Source: an optimization exercise on an open RTL-to-GDS flow (aim: small area and a short achievable clock period). Production flows keep margins and buffers that such runs may drop.
For this run, only the layout was checked, not whether the RTL still works.
Power is estimated from default activity; no workload was simulated.

**flow/run.sh**
```bash
#!/bin/bash
# synth_recipe.tcl (not shown) runs the flow's synth.tcl, then flattens the netlist and writes it again
# the make line also repeats each setting of config.mk as NAME=value (left out here)
make -C /OpenROAD-flow-scripts/flow DESIGN_CONFIG=/design/flow/config.mk WORK_HOME=/design/flow/orfs CLKGATE_MAP_FILE= SYNTH_SCRIPT=/design/flow/synth_recipe.tcl finish
```
**flow/config.mk**
```make
export PLATFORM = sky130hd
export DESIGN_NAME = ising_axi
export DESIGN_NICKNAME = ising_axi
export VERILOG_FILES = /design/flow/design.v
export SDC_FILE = /design/flow/constraint.sdc
export NUM_CORES = 4
export LEC_CHECK = 0
export CAP_MARGIN = 20
export CORE_MARGIN = 2
export CORE_UTILIZATION = 40
export SLEW_MARGIN = 20
```
**flow/constraint.sdc**
```tcl
create_clock -name core_clock -period 15.0 [get_ports {clk}]
set_input_delay 3.0000 -clock core_clock [delete_from_list [all_inputs] [get_ports {clk}]]
set_output_delay 3.0000 -clock core_clock [all_outputs]
set_load 0.01 [all_outputs]
```
**flow/design.v**
```verilog
`default_nettype none
package ising_pkg;
    typedef logic [31:0]                    reg_word_t;
    typedef logic [4-1:0]        spin_idx_t;
    typedef logic [16-1:0]            spin_vec_t;
    typedef logic signed [4-1:0]    weight_t;
    typedef weight_t [16-1:0]         weight_row_t;
    typedef logic signed [9-1:0]     field_t;
    typedef enum logic [1:0] {
        ST_IDLE,
        ST_HOLD,
        ST_ANNEAL,
        ST_DONE
    } anneal_state_e;
    typedef struct packed {
        logic      en;
        spin_idx_t row;
        spin_idx_t col;
        weight_t   value;
    } weight_wr_t;
    typedef struct packed {
        reg_word_t cutoff;
        reg_word_t max;
    } anneal_cfg_t;
endpackage
`default_nettype wire
`timescale 1ns/1ps
`default_nettype none
module ising_weight_ram (
    input  wire                        clk,
    input  wire                        axi_rstn,
    input  wire ising_pkg::weight_wr_t wwr,
    input  wire ising_pkg::spin_idx_t  upd_row,
    input  wire ising_pkg::reg_word_t  rd_addr,
    output ising_pkg::weight_row_t     row,
    output ising_pkg::reg_word_t       weight_rdata
);
    logic [16*16*4-1:0] mem;
    ising_pkg::reg_word_t   rd_off;
    ising_pkg::spin_idx_t   rd_r;
    ising_pkg::spin_idx_t   rd_c;
    ising_pkg::weight_t     rd_w;
    always_ff @(posedge clk) begin
        if (!axi_rstn) begin
            mem <= '0;
        end else if (wwr.en) begin
            mem[{wwr.row, wwr.col}*4 +: 4] <= wwr.value;
        end
    end
    assign row = mem[upd_row*16*4 +: 16*4];
    assign rd_off = (rd_addr - 32'h0100_0000) >> 2;
    assign rd_r   = ising_pkg::spin_idx_t'(rd_off / 16);
    assign rd_c   = ising_pkg::spin_idx_t'(rd_off % 16);
    assign rd_w   = mem[{rd_r, rd_c}*4 +: 4];
    assign weight_rdata = {{(32 - 4){rd_w[4-1]}}, rd_w};
endmodule
`default_nettype wire
`timescale 1ns/1ps
`default_nettype none
module ising_anneal_ctrl (
    input  wire                         clk,
    input  wire                         ising_rstn,
    input  wire ising_pkg::anneal_cfg_t cfg,
    output logic                        update_en,
    output logic                        done
);
    ising_pkg::reg_word_t     cnt;
    ising_pkg::anneal_state_e state;
    always_comb begin
        if (!ising_rstn) begin
            state = ising_pkg::ST_IDLE;
        end else if (cnt == cfg.max) begin
            state = ising_pkg::ST_DONE;
        end else if (cnt >= cfg.cutoff) begin
            state = ising_pkg::ST_ANNEAL;
        end else begin
            state = ising_pkg::ST_HOLD;
        end
    end
    always_ff @(posedge clk) begin
        if (!ising_rstn) begin
            cnt <= '0;
        end else if (state != ising_pkg::ST_DONE) begin
            cnt <= cnt + 32'd1;
        end
    end
    assign update_en = (state == ising_pkg::ST_ANNEAL);
    assign done      = (state == ising_pkg::ST_DONE);
endmodule
`default_nettype wire
`timescale 1ns/1ps
`default_nettype none
module ising_spin_array (
    input  wire                         clk,
    input  wire                         ising_rstn,
    input  wire                         update_en,
    input  wire ising_pkg::weight_row_t row,
    output ising_pkg::spin_idx_t        upd_row,
    output ising_pkg::spin_vec_t        phase
);
    logic signed [9-1:0] field;
    logic [16*4-1:0] row_bits;
    assign row_bits = row;
    always_comb begin : field_sum
        logic signed [9-1:0] w;
        field = '0;
        for (int j = 0; j < 16; j++) begin
            w = {{(9 - 4){row_bits[j*4+4-1]}},
                 row_bits[j*4 +: 4]};
            if (phase[j]) begin
                field = field + w;
            end else begin
                field = field - w;
            end
        end
    end
    always_ff @(posedge clk) begin
        if (!ising_rstn) begin
            phase   <= '0;
            upd_row <= '0;
        end else if (update_en) begin
            if (field > 0) begin
                phase[upd_row] <= 1'b1;
            end else if (field < 0) begin
                phase[upd_row] <= 1'b0;
            end
            if (upd_row == ising_pkg::spin_idx_t'(16 - 1)) begin
                upd_row <= '0;
            end else begin
                upd_row <= upd_row + ising_pkg::spin_idx_t'(1);
            end
        end
    end
endmodule
`default_nettype wire
`timescale 1ns/1ps
`default_nettype none
module top_ising (
    input  wire                         clk,
    input  wire                         axi_rstn,
    input  wire                         ising_rstn,
    input  wire ising_pkg::anneal_cfg_t cfg,
    input  wire ising_pkg::weight_wr_t  wwr,
    input  wire ising_pkg::reg_word_t   rd_addr,
    output ising_pkg::spin_vec_t        phase,
    output logic                        done,
    output ising_pkg::reg_word_t        weight_rdata
);
    ising_pkg::weight_row_t row;
    ising_pkg::spin_idx_t   upd_row;
    logic        update_en;
    ising_weight_ram u_weight_ram (
        .clk          (clk),
        .axi_rstn     (axi_rstn),
        .wwr          (wwr),
        .upd_row      (upd_row),
        .rd_addr      (rd_addr),
        .row          (row),
        .weight_rdata (weight_rdata)
    );
    ising_anneal_ctrl u_anneal_ctrl (
        .clk        (clk),
        .ising_rstn (ising_rstn),
        .cfg        (cfg),
        .update_en  (update_en),
        .done       (done)
    );
    ising_spin_array u_spin_array (
        .clk        (clk),
        .ising_rstn (ising_rstn),
        .update_en  (update_en),
        .row        (row),
        .upd_row    (upd_row),
        .phase      (phase)
    );
endmodule
`default_nettype wire
`timescale 1ns/1ps
`default_nettype none
module ising_axi (
    input  wire                       clk,
    input  wire                       axi_rstn,
    input  wire                       arvalid_q,
    input  wire ising_pkg::reg_word_t araddr_q,
    input  wire                       rready,
    output logic                      rvalid,
    output logic                      rresp,
    output ising_pkg::reg_word_t      rdata,
    input  wire                       wready,
    input  wire ising_pkg::reg_word_t wr_addr,
    input  wire ising_pkg::reg_word_t wdata
);
    ising_pkg::anneal_cfg_t cfg;
    logic        ising_rstn;
    ising_pkg::weight_wr_t  wwr;
    ising_pkg::reg_word_t   w_off;
    ising_pkg::spin_vec_t   phase;
    logic        done;
    ising_pkg::reg_word_t   weight_rdata;
    ising_pkg::spin_idx_t   phase_idx;
    logic        phase_sel;
    logic        weight_sel;
    ising_pkg::reg_word_t   rd_mux;
    assign w_off     = (wr_addr - 32'h0100_0000) >> 2;
    assign wwr.en    = wready && (wr_addr >= 32'h0100_0000)
                     && (wr_addr < 32'h0100_0000 + 4 * 16 * 16);
    assign wwr.row   = ising_pkg::spin_idx_t'(w_off / 16);
    assign wwr.col   = ising_pkg::spin_idx_t'(w_off % 16);
    assign wwr.value = wdata[4-1:0];
    always_ff @(posedge clk) begin
        if (!axi_rstn) begin
            cfg        <= '0;
            ising_rstn <= 1'b0;
        end else if (wready) begin
            if (wr_addr == 32'h0000_0010) begin
                cfg.cutoff <= wdata;
            end
            if (wr_addr == 32'h0000_0014) begin
                cfg.max <= wdata;
            end
            if (wr_addr == 32'h0000_0018) begin
                ising_rstn <= wdata[0];
            end
        end
    end
    assign phase_idx  = ising_pkg::spin_idx_t'((araddr_q - 32'h0000_1000) >> 2);
    assign phase_sel  = (araddr_q >= 32'h0000_1000)
                      && (araddr_q < 32'h0000_1000 + 4 * 16);
    assign weight_sel = (araddr_q >= 32'h0100_0000)
                      && (araddr_q < 32'h0100_0000 + 4 * 16 * 16);
    always_comb begin
        if (phase_sel) begin
            rd_mux = {31'b0, phase[phase_idx]};
        end else if (weight_sel) begin
            rd_mux = weight_rdata;
        end else if (araddr_q == 32'h0000_001C) begin
            rd_mux = {31'b0, done};
        end else begin
            rd_mux = 32'hAAAA_AAAA;
        end
    end
    always_ff @(posedge clk) begin
        if (!axi_rstn) begin
            rvalid <= 1'b0;
            rdata  <= '0;
        end else if (rvalid && rready) begin
            rvalid <= 1'b0;
            rdata  <= '0;
        end else if (arvalid_q && !rvalid) begin
            rvalid <= 1'b1;
            rdata  <= rd_mux;
        end
    end
    assign rresp = 1'b0;
    top_ising u_top_ising (
        .clk          (clk),
        .axi_rstn     (axi_rstn),
        .ising_rstn   (ising_rstn),
        .cfg          (cfg),
        .wwr          (wwr),
        .rd_addr      (araddr_q),
        .phase        (phase),
        .done         (done),
        .weight_rdata (weight_rdata)
    );
endmodule
`default_nettype wire
```
==> results.yml <==
timing:
  relSlewSlack_pct: 10.99
  hold_viol_final: 0
  fin_ws_ns: 1.122
  worst_pin_slew_ns: 1.335
  fin_crit_ns: 13.88
  setup_tns_ns: 0
  fmax_mhz: 72.06
  fin_hold_ws_ns: 0.4560
  grt_setup_unrepaired: "false"
  slew_viol_final: 0
  fin_skew_ns: 0.04474
  setup_viol: 0
  fin_crit_sh_pct: 92.52
power:
  power_mw: 6.794
  switchingPower_mw: 1.654
  p_seq_share_pct: 44.9
  p_int_mw: 5.140
  switching_share_pct: 24.35
  combPwrFrac_pct: 4.6
  power.share.clock_pct: 50.5
  peakVddDrop_v: 0.0001147
  leakagePower_nw: 24.36
  p_per_area_mw_per_mm2: 88.86
finish:
  final_net_count: 6534
  nFillCells: 16090
  area_growth_pct: 10.66
  multi_input_area_mm2: 0.04344
  drive_above_1_share_pct: 15.53
  seq_area_mm2: 0.02298
cts:
  cts-resized-gates: 0
  ctsHoldBuffers: 0
  cts_setup_buffers: 0
  clock_latency_ns: 0.85
  cts_inserted_buffers: 135
  cts_root_buf: "clkbuf_16"
  clk_path_buf_depth: 3
  cts_tree: "built"
  ctsHtreeMaxLevel: 4
  path_clk_slew_ns: 0.07
  cts_sinks: 1147
logic_synthesis:
  syn-num-nets: 6693
  synth_compound_area_share_pct: 4.383
  synth_top_family_by_area: "multiplexers"
  synth-xor-area-share_pct: 2.537
  syn_area_per_cell_um2: 10.85
  yosysUniqueCellTypes: 73
  ys_seq_area_share_pct: 33.24
  ys_seq_elements: 1147
  synth_cells: 6369
  synthFlopType: "dfxtp_1"
  synth-simple-area-share_pct: 15.16
  synth_mux_area_share_pct: 36.50
  synthesis.area_mm2: 0.06909
  async_flop_share_pct: 0
  synth-edff-count: 0
  yosys.area_share.adder_pct: 4.202
  ys_warn_count: 4
worst_setup_path:
  critical_path_peak_fanout: 36
  arrival_ns: 14.57
  criticalPathCategory: "reg -> reg"
  worstSetupEndpointType: "flop"
  r2r_cells: 49
  timing.rr.start: "u_top_ising.u_spin_array.upd_row[0]"
  slowest_delay_ns: 0.78
  cp-start-kind: "flop"
  cp_slowest_cell: "dfxtp_4"
  critPathLaunch: "u_top_ising.u_spin_array.upd_row[0]"
  worst_ep_required_time_ns: 15.69
  reg2reg_slack_ns: 1.12
floorplanning:
  fp.coreArea_mm2: 0.1715
  io_pins: 135
  initial_utilization_pct: 40.27
  die_x_um: 419.6
  rows: 152
  die_area_mm2: 0.1761
  die_h_um: 419.6
route:
  drt-initial-drc-count: 5700
  drc: 0
  routedWlPerCell_um: 29.38
  drt-pass1-iter-count: 8
  detail_route.vias_per_cell: 5.918
  vias: 51100
  wirelength_mm: 253.7
  ant_nets: 0
global_routing:
  grt_max_degree: 286
  grt_pass1_vias: 48810
  grt_usage_pct: 28.49
  gr-total-overflow: 0
  antenna_found_initial: 20
  grt_pass1_wl_mm: 362.0
run_status:
  status: "finished clean"
placement:
  hpwl_mm: 188.3
  dpl_worst_slack_ns: 1.154
  port-buffer-count: 133
  place_congestion: 1.004
flow_run:
  maxCapViolCount: 0
hold_path:
  min_path_type: "reg -> reg"
==> layout by cell type, fill, tap and decap left out, types with 10 or more instances in the layout <==
cell type | synthesis | final
nand2b_1 | 22 | 22
mux4_2 | 623 | 623
clkbuf_8 | 0 | 27
nor4_1 | 21 | 20
clkdlybuf4s50_1 | 0 | 124
xnor2_1 | 102 | 102
dfxtp_1 | 1147 | 1142
or3_1 | 15 | 15
buf_4 | 34 | 64
clkbuf_16 | 0 | 136
nand3b_1 | 12 | 12
nand3_1 | 43 | 42
and2_1 | 33 | 33
clkbuf_1 | 373 | 34
mux2i_1 | 1069 | 1069
a22oi_1 | 12 | 12
inv_1 | 171 | 171
mux2_2 | 34 | 34
a21oi_1 | 100 | 100
nand2_1 | 314 | 313
a21boi_0 | 87 | 87
nand4_1 | 14 | 14
nor2_1 | 350 | 347
a21o_1 | 45 | 45
nor3_1 | 50 | 48
fa_1 | 15 | 15
clkinv_2 | 0 | 19
ha_1 | 208 | 208
xor2_1 | 80 | 80
o21bai_1 | 32 | 32
o21ai_0 | 100 | 100
o221a_1 | 10 | 10
nor2b_1 | 1042 | 1042
==> Yosys cell counts, types with 15 or more instances <==
master    count  area share (%)
dfxtp_1    1147              33
mux2i_1    1069              15
nor2b_1    1042             9.4
mux4_2      623              20
clkbuf_1    373             2.0
nor2_1      350             1.9
nand2_1     314             1.7
ha_1        208             3.8
inv_1       171            0.93
xnor2_1     102             1.3
a21oi_1     100            0.72
o21ai_0     100            0.72
a21boi_0     87            0.95
xor2_1       80             1.0
buf_1        65            0.35
nor3_1       50            0.36
a21o_1       45            0.49
nand3_1      43            0.31
buf_4        34            0.37
mux2_2       34            0.55
and2_1       33            0.30
o21bai_1     32            0.35
nand2b_1     22            0.20
nor4_1       21            0.19
fa_1         15            0.43
or3_1        15            0.14
==> power groups by stage <==
stage / combinational (mW) / clock [mW] / sequential [mW]
floorplan: 0.203 / 0 / 3.12
global placement: 0.311 / 0 / 3.11
detailed placement: 0.312 / 0 / 3.11
CTS: 0.313 / 3.48 / 3.05
global route: 0.328 / 3.59 / 3.05
finish: 0.315 / 3.43 / 3.05
==> worst min path at each step <==
stage / from / end / slack, ns / depth (start not counted)
after floorplan: cfg[33] / cfg[33] / 0.44 / 2
after global placement: rdata[2] / rdata[2] / 0.45 / 2
after detailed placement: rdata[2] / rdata[2] / 0.45 / 2
after CTS: rdata[2] / rdata[2] / 0.46 / 2
after global routing: cfg[54] / cfg[54] / 0.49 / 2
final: rdata[2] / rdata[2] / 0.46 / 2
==> cell families (layout without fill, tap and decap cells) <==
logic type	count (synthesis)	after routing
AND/OR/NAND/NOR	1951	1951
multiplexers	1730	1730
flip-flops	1147	1147
buffers and inverters	668	616
AO/OA/AOI/OAI	460	460
adder cells (fa/ha/maj)	223	223
XOR/XNOR	189	189
other	1	8
==> routing by layer <==
layer	routed length [um]	GRT usage, %	vias up
met5	56	0	-
li1	-	-	22450
met4	17650	17.22	8
met1	102400	37.32	25640
met3	24320	7.167	497
met2	109200	42.25	2510
==> state kept, by name, summed over array words and instances (netlist names), named ones only <==
signal and count:
cfg 64, rdata 5, rvalid 1, u_top_ising.u_anneal_ctrl.cnt 32, ising_rstn 1, u_top_ising.u_weight_ram.mem 1024
u_top_ising.u_spin_array.upd_row 4
==> critical path, delay by kind of cell, from the launching register on <==
family	cells	cell delay, ns
adders and majority gates	15	4.98
xor gates and xnor gates	17	3.02
AOI/OAI and AO/OA	7	1.45
buffers and inverters	3	1.20
muxes	2	1.15
and+or+nand+nor	5	1.05
DFF	1	0.78
==> per-stage QoR <==
stage	util, %	instance area [um^2]	std cells
floorplan	-	69090	6369
global placement	41.87	71830	8382
detailed placement	41.88	71840	8383
CTS	44.55	76430	8627
global route	44.56	76440	8628
finish	44.57	76460	8634
==> final cells by class <==
class / instances / area share [%]
multi-input combinational: 4554 / 56.81
sequential: 1147 / 30.05
clock buffer: 197 / 5.104
tap: 2310 / 3.780
timing repair buffer: 200 / 2.481
clock inverter: 47 / 0.9001
inverter: 172 / 0.8444
antenna: 7 / 0.02291

-- re-timing with driven ports --
How much do the figures lean on ideal ports? The routed layout below was timed once more, with nothing changed but the port constraints. Step 1: set_driving_cell puts a clkbuf_16 on clk and a buf_2 on each other input, an assumption about the parent block. Step 2, shift: input delay + t, output delay - t, t = (earliest + latest rising clock arrival at the registers) / 2. This alone moves slack from input paths to output paths. Three values: ideal ports, drivers, drivers and shift; two values: the first two.
shift t [ns]: 0.911
setup WS [ns]: 1.122 / 1.122 / 1.122
worst slew at a driven data input, ns: 0.15
After both steps this run still meets setup and hold. The setup slack of this run moves by 0.000 ns with the drivers and by 0.000 ns with both steps.
